This is an optimization exercise on Yosys and OpenROAD, whose aim is small area and few clock cycles, not a production implementation. Function was checked by simulation only, so behaviour that the tests miss may differ from the original. The clock port is modelled as an ideal driver; clocking choices that lean on that would not hold on a real chip. Power and IR drop assume default switching activity.

run 1:
==> flow/design.v <==
`timescale 1ns/1ps
module image_capture_top (
  input  logic         clk,
  input  logic         mem_reset,
  input  logic         trigger,
  input  logic [15:0]  height,       
  input  logic [28:0]  start_addr,   
  input  logic [25:0]  s_beat,       
  input  logic         s_valid,
  output logic         s_ready,
  output logic         frame_done,
  output logic         skipped,
  output logic         mem_wr_req,
  output logic [156:0] mem_wr_cmd,   
  input  logic         mem_wr_ack,
  output logic         frame_written
);
  localparam logic [1:0] ST_IDLE  = 2'd0;
  localparam logic [1:0] ST_FLUSH = 2'd1;   
  localparam logic [1:0] ST_WAIT  = 2'd2;   
  localparam logic [1:0] ST_STORE = 2'd3;   
  logic [1:0]  state;
  logic [15:0] lines_left;  
  logic [1:0]  slot;        
  logic [95:0] pix;         
  logic [28:3] wr_addr;     
  logic [2:0]  addr_lo;     
  logic sof, eol;
  logic idle;               
  logic fwd;                
  logic word_free;          
  logic fire;               
  logic ack;                
  logic line_last;
  logic [15:0] lborrow;     
  logic [25:0] acarry;      
  assign sof = s_beat[1];
  assign eol = s_beat[0];
  assign ack       = mem_wr_req && mem_wr_ack;
  assign word_free = !mem_wr_req || mem_wr_ack;
  assign idle      = !state[1];
  assign fwd       = (state == ST_STORE) || ((state == ST_WAIT) && sof);
  assign s_ready   = fwd ? word_free : 1'b1;
  assign fire      = s_valid && fwd && word_free;
  assign line_last = (lines_left == 16'd1);
  always_comb begin
    lborrow[0] = 1'b1;
    acarry[0]  = 1'b1;
    for (int i = 1; i < 16; i++) lborrow[i] = lborrow[i-1] && !lines_left[i-1];
    for (int i = 1; i < 26; i++) acarry[i]  = acarry[i-1] && wr_addr[i+2];
  end
  always_ff @(posedge clk or posedge mem_reset) begin
    if (mem_reset) begin
      state         <= ST_IDLE;
      slot          <= 2'd0;
      mem_wr_req    <= 1'b0;
      skipped       <= 1'b0;
    end else begin
      skipped       <= 1'b0;
      if (ack) begin
        mem_wr_req <= 1'b0;
      end
      if (fire) begin
        slot <= slot + 1'b1;
        if (slot == 2'd3) mem_wr_req <= 1'b1;
      end
      if (idle) begin
        if (frame_written) state <= ST_IDLE;
        if (trigger) state <= ST_WAIT;
        if (s_valid && sof) skipped <= 1'b1;
      end else if (fire) begin
        state <= ST_STORE;
        if (eol && line_last) begin
          state <= ST_FLUSH;   
        end
      end
    end
  end
  assign frame_written = (state == ST_FLUSH) && !mem_wr_req;
  assign frame_done    = frame_written;
  always_ff @(posedge clk) begin
    for (int i = 0; i < 16; i++) begin
      if (idle) begin
        lines_left[i] <= height[i];   
      end else begin
        lines_left[i] <= lines_left[i] ^ (fire && eol && lborrow[i]);
      end
    end
    if (fire) begin
      pix <= {pix[71:0], s_beat[25:2]};
    end
    addr_lo <= start_addr[2:0];   
    for (int i = 0; i < 26; i++) begin
      if (trigger) begin
        wr_addr[i+3] <= start_addr[i+3];
      end else begin
        wr_addr[i+3] <= wr_addr[i+3] ^ (ack && acarry[i]);
      end
    end
  end
  assign mem_wr_cmd = {wr_addr, addr_lo,
                       pix[95:72], 8'hff, pix[71:48], 8'hff,
                       pix[47:24], 8'hff, pix[23:0],  8'hff};
endmodule
==> flow/config.mk <==
export PLATFORM = sky130hd
export DESIGN_NAME = image_capture_top
export DESIGN_NICKNAME = image_capture_top
export VERILOG_FILES = /design/flow/design.v
export SDC_FILE = /design/flow/constraint.sdc
export NUM_CORES = 4
export LEC_CHECK = 0
export CAP_MARGIN = 20
export CORE_MARGIN = 2
export CORE_UTILIZATION = 35
export SLEW_MARGIN = 20
==> flow/constraint.sdc <==
create_clock -name core_clock -period 4.5 [get_ports {clk}]
set_input_delay 0.9000 -clock core_clock [delete_from_list [all_inputs] [get_ports {clk}]]
set_output_delay 0.9000 -clock core_clock [all_outputs]
set_load 0.01 [all_outputs]
standard.sh (not shown) runs the stock make flow with config.mk's settings and CLKGATE_MAP_FILE= SYNTH_SCRIPT=/design/flow/synth_recipe.tcl, a recipe that flattens the netlist after the stock synthesis.
==> flow/flow/run.sh <==
#!/bin/bash
# Standard ORFS layout, with: the logic re-mapped for area after floorplan (restructure), and one
# tie cell for the constant outputs; the smallest buffer on each port; a clock tree of small
# buffers (upsized after CTS where their slew is high); logic cells downsized after CTS where
# slack allows. Each tool's output is in flow_standard.log and the ORFS logs under orfs/logs.
set -euo pipefail
export BUFFER_PORTS_ARGS="-buffer_cell sky130_fd_sc_hd__buf_1"
export CTS_ARGS="-repair_clock_nets -buf_list sky130_fd_sc_hd__clkbuf_4 -dont_use_dummy_load"
export SKIP_REPAIR_TIE_FANOUT=1
export RESTRUCTURE_DIR="$(pwd)/restructure"
export RESTRUCTURE_LIB="$RESTRUCTURE_DIR/restructure.lib"
mkdir -p "$RESTRUCTURE_DIR"
python3 flow/filter_lib.py "$FLOW_HOME/platforms/sky130hd/lib/sky130_fd_sc_hd__tt_025C_1v80.lib" \
  "$RESTRUCTURE_LIB" > filter_lib.log 2>&1
export POST_FLOORPLAN_TCL="$(pwd)/flow/post_floorplan.tcl"
export POST_CTS_TCL="$(pwd)/flow/post_cts.tcl"
bash standard.sh > flow_standard.log 2>&1
rm -f "$RESTRUCTURE_LIB"
==> flow/flow/filter_lib.py <==
#!/usr/bin/env python3
"""Copy a Liberty file without the cells the platform marks don't-use (its lpflow and probe
cells), so that restructure's ABC run cannot map logic onto them.
usage: filter_lib.py SRC DST"""
import re
import sys

DROP = re.compile(r"lpflow|probe")

src, dst = sys.argv[1], sys.argv[2]
text = open(src).read()
cell = re.compile(r'\n[ \t]*cell[ \t]*\([ \t]*"?([A-Za-z0-9_]+)"?[ \t]*\)[ \t]*\{')
out = []
pos = 0
dropped = 0
while True:
    m = cell.search(text, pos)
    if not m:
        out.append(text[pos:])
        break
    depth, i = 1, m.end()
    while depth:
        j = text.find("{", i)
        k = text.find("}", i)
        if j != -1 and j < k:
            depth, i = depth + 1, j + 1
        else:
            depth, i = depth - 1, k + 1
    out.append(text[pos:m.start()])
    if DROP.search(m.group(1)):
        dropped += 1
    else:
        out.append(text[m.start():i])
    pos = i
open(dst, "w").write("".join(out))
print(f"filter_lib: dropped {dropped} cells")
==> flow/flow/post_floorplan.tcl <==
# After floorplan: re-map the logic between the registers for area with OpenROAD's restructure
# (ABC on the combinational logic only; registers and ports are left as synthesis made them).
# ABC reads a copy of the library without the platform's don't-use cells (run.sh makes it).
report_design_area
restructure -target area -liberty_file $::env(RESTRUCTURE_LIB) \
  -tielo_port sky130_fd_sc_hd__conb_1/LO -tiehi_port sky130_fd_sc_hd__conb_1/HI \
  -work_dir $::env(RESTRUCTURE_DIR) -abc_logfile $::env(RESTRUCTURE_DIR)/abc.log
report_design_area
foreach inst [[ord::get_db_block] getInsts] {
  if {[regexp {lpflow|probe} [[$inst getMaster] getName]]} {
    error "restructure used the don't-use cell [[$inst getMaster] getName]"
  }
}
source [file join [file dirname [info script]] merge_ties.tcl]
report_design_area
Other scripts of this flow, unchanged in this note and not shown: flow/flow/merge_ties.tcl, flow/flow/post_cts.tcl
Testbench counts of run 1, summed over its fixed seeds: cycles 15,331.
Changes in run 2 relative to run 1:
Settings: SLEW_MARGIN now 5, was 20; CAP_MARGIN now 5, was 20; CORE_UTILIZATION now 50, was 35.
==> notes.md <==
Setup slack after layout delta (run 2 − run 1): favourable
Reported for run 1 and run 2, number of setup violations in the final report turned out identical to the last digit.
Re sequential share of layout area: run 1 and run 2 aren't equal, and the lower value belongs to run 1.
Compared with run 1, run 2 shows a higher maximum frequency.
Run 2: initial antenna violation count 1 below run 1
Taking run 1 as the reference, in run 2 sum of met2 wire segment lengths after detailed routing has increased, core utilization rose 16 points, final RePlAce weighted congestion decreased by about 2.7% relative to the old numbers.
### run 2 -> run 3
Settings: swapping 5 for 20 in SLEW_MARGIN; swapping 5 for 20 in CAP_MARGIN; putting ABC_AREA at 1 where nothing was set.
==> flow/flow/run.sh <==
#!/bin/bash
# Standard ORFS layout, with: the logic re-mapped for area after floorplan; the smallest buffer on
# each port; a clock tree of small buffers (upsized after CTS where their slew is high); logic
# cells downsized after CTS where slack allows; and one tie cell for the constant outputs.
set -euo pipefail
export BUFFER_PORTS_ARGS="-buffer_cell sky130_fd_sc_hd__buf_1"
export CTS_ARGS="-repair_clock_nets -buf_list sky130_fd_sc_hd__clkbuf_4 -dont_use_dummy_load"
export SKIP_REPAIR_TIE_FANOUT=1
export RESTRUCTURE_DIR="$(pwd)/restructure"
export POST_FLOORPLAN_TCL="$(pwd)/flow/post_floorplan.tcl"
export POST_CTS_TCL="$(pwd)/flow/post_cts.tcl"
bash standard.sh > flow_standard.log 2>&1
==> flow/flow/post_floorplan.tcl <==
# After floorplan: re-map the logic between the registers for area with OpenROAD's restructure
# (ABC on the combinational logic only; registers and ports are left as synthesis made them).
file mkdir $::env(RESTRUCTURE_DIR)
set lib [lindex $::env(LIB_FILES) 0]
report_design_area
restructure -target area -liberty_file $lib \
  -tielo_port sky130_fd_sc_hd__conb_1/LO -tiehi_port sky130_fd_sc_hd__conb_1/HI \
  -work_dir $::env(RESTRUCTURE_DIR) -abc_logfile $::env(RESTRUCTURE_DIR)/abc.log
report_design_area
source [file join [file dirname [info script]] merge_ties.tcl]
report_design_area
removed: flow/flow/filter_lib.py
--- outcome ---
Max cell area after layout across run 3 and run 2: run 3. Run 3 ends up with a wire length of the first global-routing pass that is 330 µm lower than in run 2. Run 3 ends up with a total length of routed met2 wires that is 70 µm higher than in run 2.
#### Input delta (run 4 over run 3)
diff --git a/flow/flow/run.sh b/flow/flow/run.sh
--- a/flow/flow/run.sh
+++ b/flow/flow/run.sh
@@ -2,3 +2,4 @@
-# Standard ORFS layout, with: the logic re-mapped for area after floorplan; the smallest buffer on
-# each port; a clock tree of small buffers (upsized after CTS where their slew is high); logic
-# cells downsized after CTS where slack allows; and one tie cell for the constant outputs.
+# Standard ORFS layout, with: the logic re-mapped for area after floorplan (restructure), and one
+# tie cell for the constant outputs; the smallest buffer on each port; a clock tree of small
+# buffers (upsized after CTS where their slew is high); logic cells downsized after CTS where
+# slack allows. Each tool's output is in flow_standard.log and the ORFS logs under orfs/logs.
@@ -9,0 +11,4 @@
+export RESTRUCTURE_LIB="$RESTRUCTURE_DIR/restructure.lib"
+mkdir -p "$RESTRUCTURE_DIR"
+python3 flow/filter_lib.py "$FLOW_HOME/platforms/sky130hd/lib/sky130_fd_sc_hd__tt_025C_1v80.lib" \
+  "$RESTRUCTURE_LIB" > filter_lib.log 2>&1
@@ -12,0 +18 @@
+rm -f "$RESTRUCTURE_LIB"
==> flow/flow/filter_lib.py (new file) <==
#!/usr/bin/env python3
"""Copy a Liberty file without the cells the platform marks don't-use (its lpflow and probe
cells), so that restructure's ABC run cannot map logic onto them.
usage: filter_lib.py SRC DST"""
import re
import sys

DROP = re.compile(r"lpflow|probe")

src, dst = sys.argv[1], sys.argv[2]
text = open(src).read()
cell = re.compile(r'\n[ \t]*cell[ \t]*\([ \t]*"?([A-Za-z0-9_]+)"?[ \t]*\)[ \t]*\{')
out = []
pos = 0
dropped = 0
while True:
    m = cell.search(text, pos)
    if not m:
        out.append(text[pos:])
        break
    depth, i = 1, m.end()
    while depth:
        j = text.find("{", i)
        k = text.find("}", i)
        if j != -1 and j < k:
            depth, i = depth + 1, j + 1
        else:
            depth, i = depth - 1, k + 1
    out.append(text[pos:m.start()])
    if DROP.search(m.group(1)):
        dropped += 1
    else:
        out.append(text[m.start():i])
    pos = i
open(dst, "w").write("".join(out))
print(f"filter_lib: dropped {dropped} cells")
diff --git a/flow/flow/post_floorplan.tcl b/flow/flow/post_floorplan.tcl
--- a/flow/flow/post_floorplan.tcl
+++ b/flow/flow/post_floorplan.tcl
@@ -3,2 +3 @@
-file mkdir $::env(RESTRUCTURE_DIR)
-set lib [lindex $::env(LIB_FILES) 0]
+# ABC reads a copy of the library without the platform's don't-use cells (run.sh makes it).
@@ -6 +5 @@
-restructure -target area -liberty_file $lib \
+restructure -target area -liberty_file $::env(RESTRUCTURE_LIB) \
@@ -9,0 +9,5 @@
+foreach inst [[ord::get_db_block] getInsts] {
+  if {[regexp {lpflow|probe} [[$inst getMaster] getName]]} {
+    error "restructure used the don't-use cell [[$inst getMaster] getName]"
+  }
+}
Notes after the runs:
Diff run 3..run 4 | flip-flop and latch share of the layout cell area | unchanged. From run 4 to run 3, layout multi-input combinational cell count did not move at all. Diff run 4..run 3 | sequential share of power | negligible. Compared run 3 against run 4; flip-flop and latch count within noise. Between run 4 and run 3, the difference in arrival time reported for the critical path endpoint is negligible. Final weighted congestion in routability-driven placement: run 4 vs run 3 identical. Run 4 -> run 3: number of standard cells after synthesis delta 0, exact match. Comparing run 3 against run 4, there is no change at all in register area. Diff run 3 -> run 4: clock share of power did not really move, synthesized net count did not really move, combinational cell fraction of total power did not really move.

[port drivers added, routing unchanged]
How much do the figures lean on ideal ports? The routed layouts below were timed once more, with nothing changed but the port constraints. Step 1, drivers: a clkbuf_16 drives clk and a buf_2 each remaining input, both assumed. Step 2 also shifts input and output timing later by t, the mid clock arrival at the registers, as if the neighbouring blocks saw the same clock. Slacks: ideal ports / drivers / drivers and shift; pairs: ideal ports / drivers.
| run | shift t [ns] | slack for setup (ns) | worst hold slack (ns) |
|---|---|---|---|
| run 1 | 0.440 | 0.379 / 0.389 / -0.051 | 0.327 / 0.318 / 0.443 |
| run 2 | 0.418 | 0.461 / 0.471 / 0.052 | 0.340 / 0.329 / 0.421 |
| run 3 | 0.413 | 0.535 / 0.544 / 0.130 | 0.348 / 0.341 / 0.438 |
| run 4 | 0.413 | 0.535 / 0.544 / 0.130 | 0.348 / 0.341 / 0.438 |
With both steps, setup timing fails in run 1, where it was met with ideal ports. For run 1, which loses most, drivers alone change the setup slack by +0.010 ns; drivers and shift together by -0.430 ns.
